Background: an optimization exercise with open tools, aiming at small area and a short achievable clock period. Do not read the settings as production practice.
Function was checked by simulation only, so behaviour that the tests miss may differ from the original.
Power and IR drop assume default switching activity.

alpha:
==> flow/design.v (excerpt) <==
module stream_fifo #(
  parameter int W         = 16,
  parameter int LGFLEN    = 7,
  parameter int AF_THRESH = fifo_pkg::def_af_thresh(LGFLEN),
  parameter int AE_THRESH = fifo_pkg::DEF_AE_THRESH
) (
  input  logic                          clk,
  input  logic                          rst_n,
  input  logic                          flush,
  input  logic [W-1:0]                  s_data,
  input  logic                          s_valid,
  output logic                          s_ready,
  output logic [W-1:0]                  m_data,
  output logic                          m_valid,
  input  logic                          m_ready,
  output logic [fifo_pkg::fill_width(LGFLEN)-1:0] fill,
  output logic                          almost_full,
  output logic                          almost_empty
);
Size in the first run: roughly 4500 cells after synthesis, about 2200 flip-flops, about 80000 um^2 of cells after synthesis.
Settings: LEC_CHECK=0, CAP_MARGIN=20, CORE_MARGIN=2, CORE_UTILIZATION=40, CTS_CLUSTER_DIAMETER=80, CTS_CLUSTER_SIZE=25, SETUP_SLACK_MARGIN=2.8, SLEW_MARGIN=20; clock period 5.0 ns.
run.sh (not shown) runs the stock make flow with config.mk's settings and CLKGATE_MAP_FILE= SYNTH_SCRIPT=/design/flow/synth_recipe.tcl, a recipe that flattens the netlist after the stock synthesis.
alpha: flow completed, timing, DRC and antenna clean
#### Input delta (beta over alpha)
--- a/flow/config.mk
+++ b/flow/config.mk
@@ -11,4 +11,4 @@
 export CTS_CLUSTER_DIAMETER = 80
 export CTS_CLUSTER_SIZE = 25
-export SETUP_SLACK_MARGIN = 2.8
+export SETUP_SLACK_MARGIN = 2.6
 export SLEW_MARGIN = 20
Results
beta: done, clean on timing, DRC and antenna
Relative to alpha, portion of total power attributed to combinational logic decreased by 0.2 points in beta.
STATUS power: beta loses against alpha
On logic depth of the worst setup path including buffers, beta and alpha are neck and neck.

---

Setup of rev 12:
stream_fifo, a different RTL version from the one above (not shown whole).
Size in the first run: about 4400 cells after synthesis, ~49 I/O pins, about 80000 µm² of cells after synthesis.
Design stream_fifo, start of the top module:
module stream_fifo #(
  parameter int W         = 16,
  parameter int LGFLEN    = 7,
  parameter int AF_THRESH = fifo_pkg::def_af_thresh(LGFLEN),
  parameter int AE_THRESH = fifo_pkg::DEF_AE_THRESH
) (
  input  logic                          clk,
  input  logic                          rst_n,
  input  logic                          flush,
  input  logic [W-1:0]                  s_data,
  input  logic                          s_valid,
  output logic                          s_ready,
  output logic [W-1:0]                  m_data,
  output logic                          m_valid,
  input  logic                          m_ready,
  output logic [fifo_pkg::fill_width(LGFLEN)-1:0] fill,
  output logic                          almost_full,
  output logic                          almost_empty
);
make LEC_CHECK=0 CAP_MARGIN=20 CORE_MARGIN=2 CORE_UTILIZATION=40 CTS_CLUSTER_DIAMETER=80 CTS_CLUSTER_SIZE=25 SETUP_SLACK_MARGIN=2.6 SLEW_MARGIN=20 finish   # period 5.0 ns
Rev 12 ran to completion and came out clean on the timing, design-rule and antenna checks.
What rev 13 does differently from rev 12 at the input level:
-- flow/config.mk --
<<< rev 12, line 11
export CTS_CLUSTER_DIAMETER = 80
export CTS_CLUSTER_SIZE = 25
>>> rev 13, line 11
--- outcome ---
From rev 12 to rev 13 the numbers moved as follows: layout-stage area growth over the synthesis result shows an increase of 4.6 points; combinational power shows an increase of about 4%; wire length on met3 shows an increase of 5.4%; combinational share of power shows a reduction of 0.4 points; clock network fraction of design power shows an increase of 10 points. The number of non-clock buffers number comes out higher for rev 12 vs rev 13. Rev 13 against rev 12: slew at the pin closest to its max-slew limit down 0.045 ns; total met2 wirelength after detailed routing rose about 1.4%.

---

stream_fifo, a different RTL version from the one above (not shown whole).
Size in the first run: roughly 2200 flip-flops, roughly 80000 sq um of cells after synthesis.
export LEC_CHECK = 0
export CAP_MARGIN = 20
export CORE_MARGIN = 2
export CORE_UTILIZATION = 50
export CTS_CLUSTER_DIAMETER = 80
export CTS_CLUSTER_SIZE = 25
export SETUP_SLACK_MARGIN = 2.6
export SLEW_MARGIN = 20
create_clock -name core_clock -period 5.0 [get_ports {clk}]
standard.sh (not shown) runs the stock make flow with config.mk's settings and CLKGATE_MAP_FILE= SYNTH_SCRIPT=/design/flow/synth_recipe.tcl, a recipe that flattens the netlist after the stock synthesis.
==> flow/flow/run.sh <==
#!/bin/bash
set -euo pipefail
bash standard.sh \
  "CTS_ARGS=-sink_clustering_enable -repair_clock_nets -sink_clustering_size 25 -sink_clustering_max_diameter 80 -dont_use_dummy_load" \
  finish > make.log 2>&1
==> next run, changes <==
==> flow/run.sh (new file) <==
#!/bin/bash
# synth_recipe.tcl (not shown) runs the flow's synth.tcl, then flattens the netlist and writes it again
# the make line also repeats each setting of config.mk as NAME=value (left out here)
make -C /OpenROAD-flow-scripts/flow DESIGN_CONFIG=/design/flow/config.mk WORK_HOME=/design/flow/orfs CLKGATE_MAP_FILE= SYNTH_SCRIPT=/design/flow/synth_recipe.tcl finish
- CORE_UTILIZATION: 50 -> 40
removed: flow/flow/run.sh
removed: flow/standard.sh
- The changed run completed with no timing, DRC or antenna violations
- sequential share of layout area came out lower by 0.67 points
- maximum frequency drops by 2.6%
- flip-flop and latch count is unchanged
==> next run, changes <==
- CORE_UTILIZATION: 40 -> 50
- SETUP_SLACK_MARGIN: 2.6 -> 2.5
Die area is lower by 20%.
Final cell count goes down by 7.7%.
Worst setup slack improved by 0.013 ns.
Utilization grows by 11 points.
Final area is lower by about 0.9%.
Sequential cell count stays the same.
Via count rises by about 0.6%.
Total power climbs by 0.43%.
Global-route usage went up by 7.7 points.
Register-to-register slack degrades by 0.09 ns.
Maximum frequency came out higher by 0.50%.
==> next run, changes <==
- SETUP_SLACK_MARGIN: 2.5 -> 2.6
What happened: The changed run went through all stages and came out clean. Total power grows by about 0.5%. Via count stays flat. Die area stays the same. Sequential power hardly moves. Clock power grows by about 2%. Clock-buffer cell count shrinks by 3. Core utilization grows by 0.14 points. Routed wire length grows by 0.57%. Final area hardly moves. First-iteration DRC count shrinks by 3.9%.

---

The RTL this note starts from:
==> flow/design.v <==
package fifo_pkg;
  localparam int DEF_AE_THRESH = 1;
  localparam int DEF_AF_MARGIN = 2;
  function automatic integer fill_width(input integer lgflen);
    fill_width = lgflen + 1;
  endfunction
  function automatic integer def_af_thresh(input integer lgflen);
    integer depth;
    depth = 1 << lgflen;
    def_af_thresh = (depth > DEF_AF_MARGIN) ? depth - DEF_AF_MARGIN : depth;
  endfunction
endpackage
module fifo_mem #(
  parameter int W  = 16,
  parameter int AW = 7,
  parameter int LO = 3,
  parameter int NB = 4
) (
  input  logic                  clk,
  input  logic [2**LO-1:0]      wr_lo,
  input  logic [2**(AW-LO)-1:0] wr_hi,
  input  logic [W-1:0]          wr_data,
  input  logic [2**AW/NB-1:0]   rd_row,
  output logic [NB*W-1:0]       rd_data
);
  localparam int DEPTH = 2 ** AW;
  localparam int NL    = 2 ** LO;
  logic [W-1:0] mem [DEPTH];
  always_ff @(posedge clk) begin
    for (int i = 0; i < DEPTH; i++) begin
      if (wr_lo[i % NL] && wr_hi[i / NL]) begin
        mem[i] <= wr_data;
      end
    end
  end
  always_comb begin
    for (int b = 0; b < NB; b++) begin
      rd_data[b*W +: W] = '0;
      for (int i = b; i < DEPTH; i += NB) begin
        rd_data[b*W +: W] = rd_data[b*W +: W] | (mem[i] & {W{rd_row[i / NB]}});
      end
    end
  end
endmodule
module stream_fifo #(
  parameter int W         = 16,
  parameter int LGFLEN    = 7,
  parameter int AF_THRESH = fifo_pkg::def_af_thresh(LGFLEN),
  parameter int AE_THRESH = fifo_pkg::DEF_AE_THRESH
) (
  input  logic                          clk,
  input  logic                          rst_n,
  input  logic                          flush,
  input  logic [W-1:0]                  s_data,
  input  logic                          s_valid,
  output logic                          s_ready,
  output logic [W-1:0]                  m_data,
  output logic                          m_valid,
  input  logic                          m_ready,
  output logic [fifo_pkg::fill_width(LGFLEN)-1:0] fill,
  output logic                          almost_full,
  output logic                          almost_empty
);
  localparam int DEPTH = 2 ** LGFLEN;
  localparam int FW    = fifo_pkg::fill_width(LGFLEN);
  localparam int NB    = 4;                 
  if (W < 1) begin : g_bad_w
    $error("stream_fifo: W must be >= 1");
  end
  if (LGFLEN < 3) begin : g_bad_lgflen
    $error("stream_fifo: LGFLEN must be >= 3");
  end
  if (AF_THRESH < 1 || AF_THRESH > DEPTH) begin : g_bad_af
    $error("stream_fifo: AF_THRESH must be within 1..DEPTH");
  end
  if (AE_THRESH < 0 || AE_THRESH > DEPTH - 1) begin : g_bad_ae
    $error("stream_fifo: AE_THRESH must be within 0..DEPTH-1");
  end
  localparam int LO = LGFLEN / 2;
  localparam int NL = 2 ** LO;
  localparam int NH = 2 ** (LGFLEN - LO);
  logic [NL-1:0]     wr_lo;
  logic [NH-1:0]     wr_hi;
  localparam int NR = DEPTH / NB;            
  logic [NR-1:0]     rd_row;    
  logic [NB-1:0]     rd_bank;   
  logic [NB-1:0]     wr_bank;   
  logic [NB*W-1:0]   bank_rd;
  logic [W-1:0]      win [NB];
  logic [W-1:0]      win_head;
  logic              do_write, do_read, up, dn;
  logic              one;       
  logic              tail_in_win;
  logic              tw0, tw1;    
  logic              full, n_ae;
  assign s_ready      = !full;
  assign almost_empty = !n_ae;
  assign do_write = s_valid && s_ready;
  assign do_read  = m_ready && m_valid;
  assign up       = !flush && do_write && !do_read;
  assign dn       = !flush && do_read && !do_write;
  assign one      = m_valid && (fill <= FW'(1));
  always_comb begin
    for (int b = 0; b < NB; b++) begin
      wr_bank[b] = 1'b0;
      for (int i = b; i < NL; i += NB) wr_bank[b] = wr_bank[b] | wr_lo[i];
    end
  end
  assign tail_in_win = do_read ? tw1 : tw0;
  fifo_mem #(
    .W  (W),
    .AW (LGFLEN),
    .LO (LO),
    .NB (NB)
  ) u_mem (
    .clk     (clk),
    .wr_lo   (wr_lo),
    .wr_hi   (wr_hi),
    .wr_data (s_data),
    .rd_row  (rd_row),
    .rd_data (bank_rd)
  );
  always_ff @(posedge clk or negedge rst_n) begin
    if (!rst_n) begin
      wr_lo   <= NL'(1);
      wr_hi   <= NH'(1);
      rd_row  <= NR'(1) << ((NB + 1) / NB);
      rd_bank <= NB'(2);
    end else if (flush) begin
      wr_lo   <= NL'(1);
      wr_hi   <= NH'(1);
      rd_row  <= NR'(1) << ((NB + 1) / NB);
      rd_bank <= NB'(2);
    end else begin
      if (do_write) begin
        wr_lo <= {wr_lo[NL-2:0], wr_lo[NL-1]};
        if (wr_lo[NL-1]) wr_hi <= {wr_hi[NH-2:0], wr_hi[NH-1]};
      end
      if (do_read) begin
        if (rd_bank[NB-1]) rd_row <= {rd_row[NR-2:0], rd_row[NR-1]};
        rd_bank <= {rd_bank[NB-2:0], rd_bank[NB-1]};
      end
    end
  end
  always_ff @(posedge clk) begin
    for (int b = 0; b < NB; b++) begin
      if (tail_in_win && wr_bank[b]) begin
        win[b] <= s_data;
      end else if (do_read && rd_bank[b]) begin
        win[b] <= bank_rd[b*W +: W];
      end
    end
  end
  always_comb begin
    win_head = '0;
    for (int b = 0; b < NB; b++) begin
      win_head = win_head | (win[b] & {W{rd_bank[b]}});
    end
  end
  always_ff @(posedge clk or negedge rst_n) begin
    if (!rst_n) begin
      m_data <= '0;
    end else if (!m_valid || (one && m_ready)) begin
      m_data <= s_data;
    end else if (m_ready) begin
      m_data <= win_head;
    end
  end
  always_ff @(posedge clk or negedge rst_n) begin
    if (!rst_n) begin
      fill         <= '0;
      m_valid      <= 1'b0;
      full         <= 1'b0;
      almost_full  <= 1'b0;
      n_ae         <= 1'b0;
      tw0          <= 1'b0;
      tw1          <= 1'b0;
    end else if (flush) begin
      fill         <= '0;
      m_valid      <= 1'b0;
      full         <= 1'b0;
      almost_full  <= 1'b0;
      n_ae         <= 1'b0;
      tw0          <= 1'b0;
      tw1          <= 1'b0;
    end else if (up) begin
      fill         <= fill + FW'(1);
      m_valid      <= 1'b1;
      full         <= (fill >= FW'(DEPTH - 1));
      almost_full  <= (fill >= FW'(AF_THRESH - 1));
      n_ae         <= (fill >= FW'(AE_THRESH));
      tw0          <= (fill <= FW'(NB - 1));
      tw1          <= (fill >= FW'(1) && fill <= FW'(NB));
    end else if (dn) begin
      fill         <= fill - FW'(1);
      m_valid      <= (fill > FW'(1));
      full         <= 1'b0;
      almost_full  <= (fill > FW'(AF_THRESH));
      n_ae         <= (fill > FW'(AE_THRESH + 1));
      tw0          <= (fill >= FW'(2) && fill <= FW'(NB + 1));
      tw1          <= (fill >= FW'(3) && fill <= FW'(NB + 2));
    end
  end
endmodule
Settings: LEC_CHECK=0, CAP_MARGIN=20, CORE_MARGIN=2, CORE_UTILIZATION=50, CTS_CLUSTER_DIAMETER=80, CTS_CLUSTER_SIZE=25, SETUP_SLACK_MARGIN=2.6, SLEW_MARGIN=20; clock period 5.0 ns.
run.sh (not shown) runs the stock make flow with config.mk's settings and CLKGATE_MAP_FILE= SYNTH_SCRIPT=/design/flow/synth_recipe.tcl, a recipe that flattens the netlist after the stock synthesis.
Stock flow here: none of the scripts above is used.
Next try:
Settings changed: CORE_UTILIZATION 50 to 40.
Result: Count of clock-buffer cells in the layout increases by 8. Fmax climbs by 0.73%. Routed wire length barely changes. Via count is about the same. Non-clock buffer count climbs by 54. Clock power came out lower by 6.2%. Core utilization goes down by 11 points. Synthesized area does not change. Critical path depth increases by 2.

==> afterwards: timing with drivers on the ports <==
The results above use ideal ports. As a check the final layouts listed here were re-extracted and re-timed, cells and wires unchanged.
Step 1, drivers: a clkbuf_16 drives clk and a buf_2 each remaining input, both assumed.
Step 2, shift: input delay + t, output delay - t, t = (earliest + latest rising clock arrival at the registers) / 2. This alone moves slack from input paths to output paths.
a / b / c = ideal ports / drivers / drivers and shift; a / b = the first two.
run	shift t [ns]	slack for setup (ns)	hold slack, ns	latest minus earliest clock arrival (ns)	pins driven straight from the clock port
alpha	0.857	2.571 / 2.479 / 1.999	0.288 / 0.224 / 0.545	0.067 / 0.068	1
beta	0.854	2.471 / 2.383 / 1.933	0.237 / 0.237 / 0.538	0.048 / 0.048	1
rev 12	0.880	2.496 / 2.400 / 1.905	0.218 / 0.183 / 0.557	0.056 / 0.056	1
rev 13	0.950	2.442 / 2.346 / 1.808	0.166 / 0.132 / 0.561	0.039 / 0.040	1
the first run of note 3	0.825	2.529 / 2.436 / 1.810	0.414 / 0.351 / 0.580	0.054 / 0.053	1
the second run of note 3	0.836	2.463 / 2.374 / 1.850	0.127 / 0.067 / 0.588	0.040 / 0.040	1
the third run of note 3	0.843	2.475 / 2.428 / 1.775	0.163 / 0.106 / 0.559	0.034 / 0.033	1
the fourth run of note 3	0.841	2.527 / 2.433 / 1.804	0.132 / 0.067 / 0.585	0.039 / 0.040	1
the first run of note 4	0.844	2.445 / 2.445 / 1.675	0.261 / 0.204 / 0.503	0.049 / 0.048	1
the second run of note 4	0.848	2.463 / 2.463 / 1.757	0.271 / 0.211 / 0.541	0.049 / 0.048	1
After both steps every run listed still meets setup and hold. For the first run of note 4, which loses most, drivers alone change the setup slack by 0.000 ns; drivers and shift together by -0.770 ns.
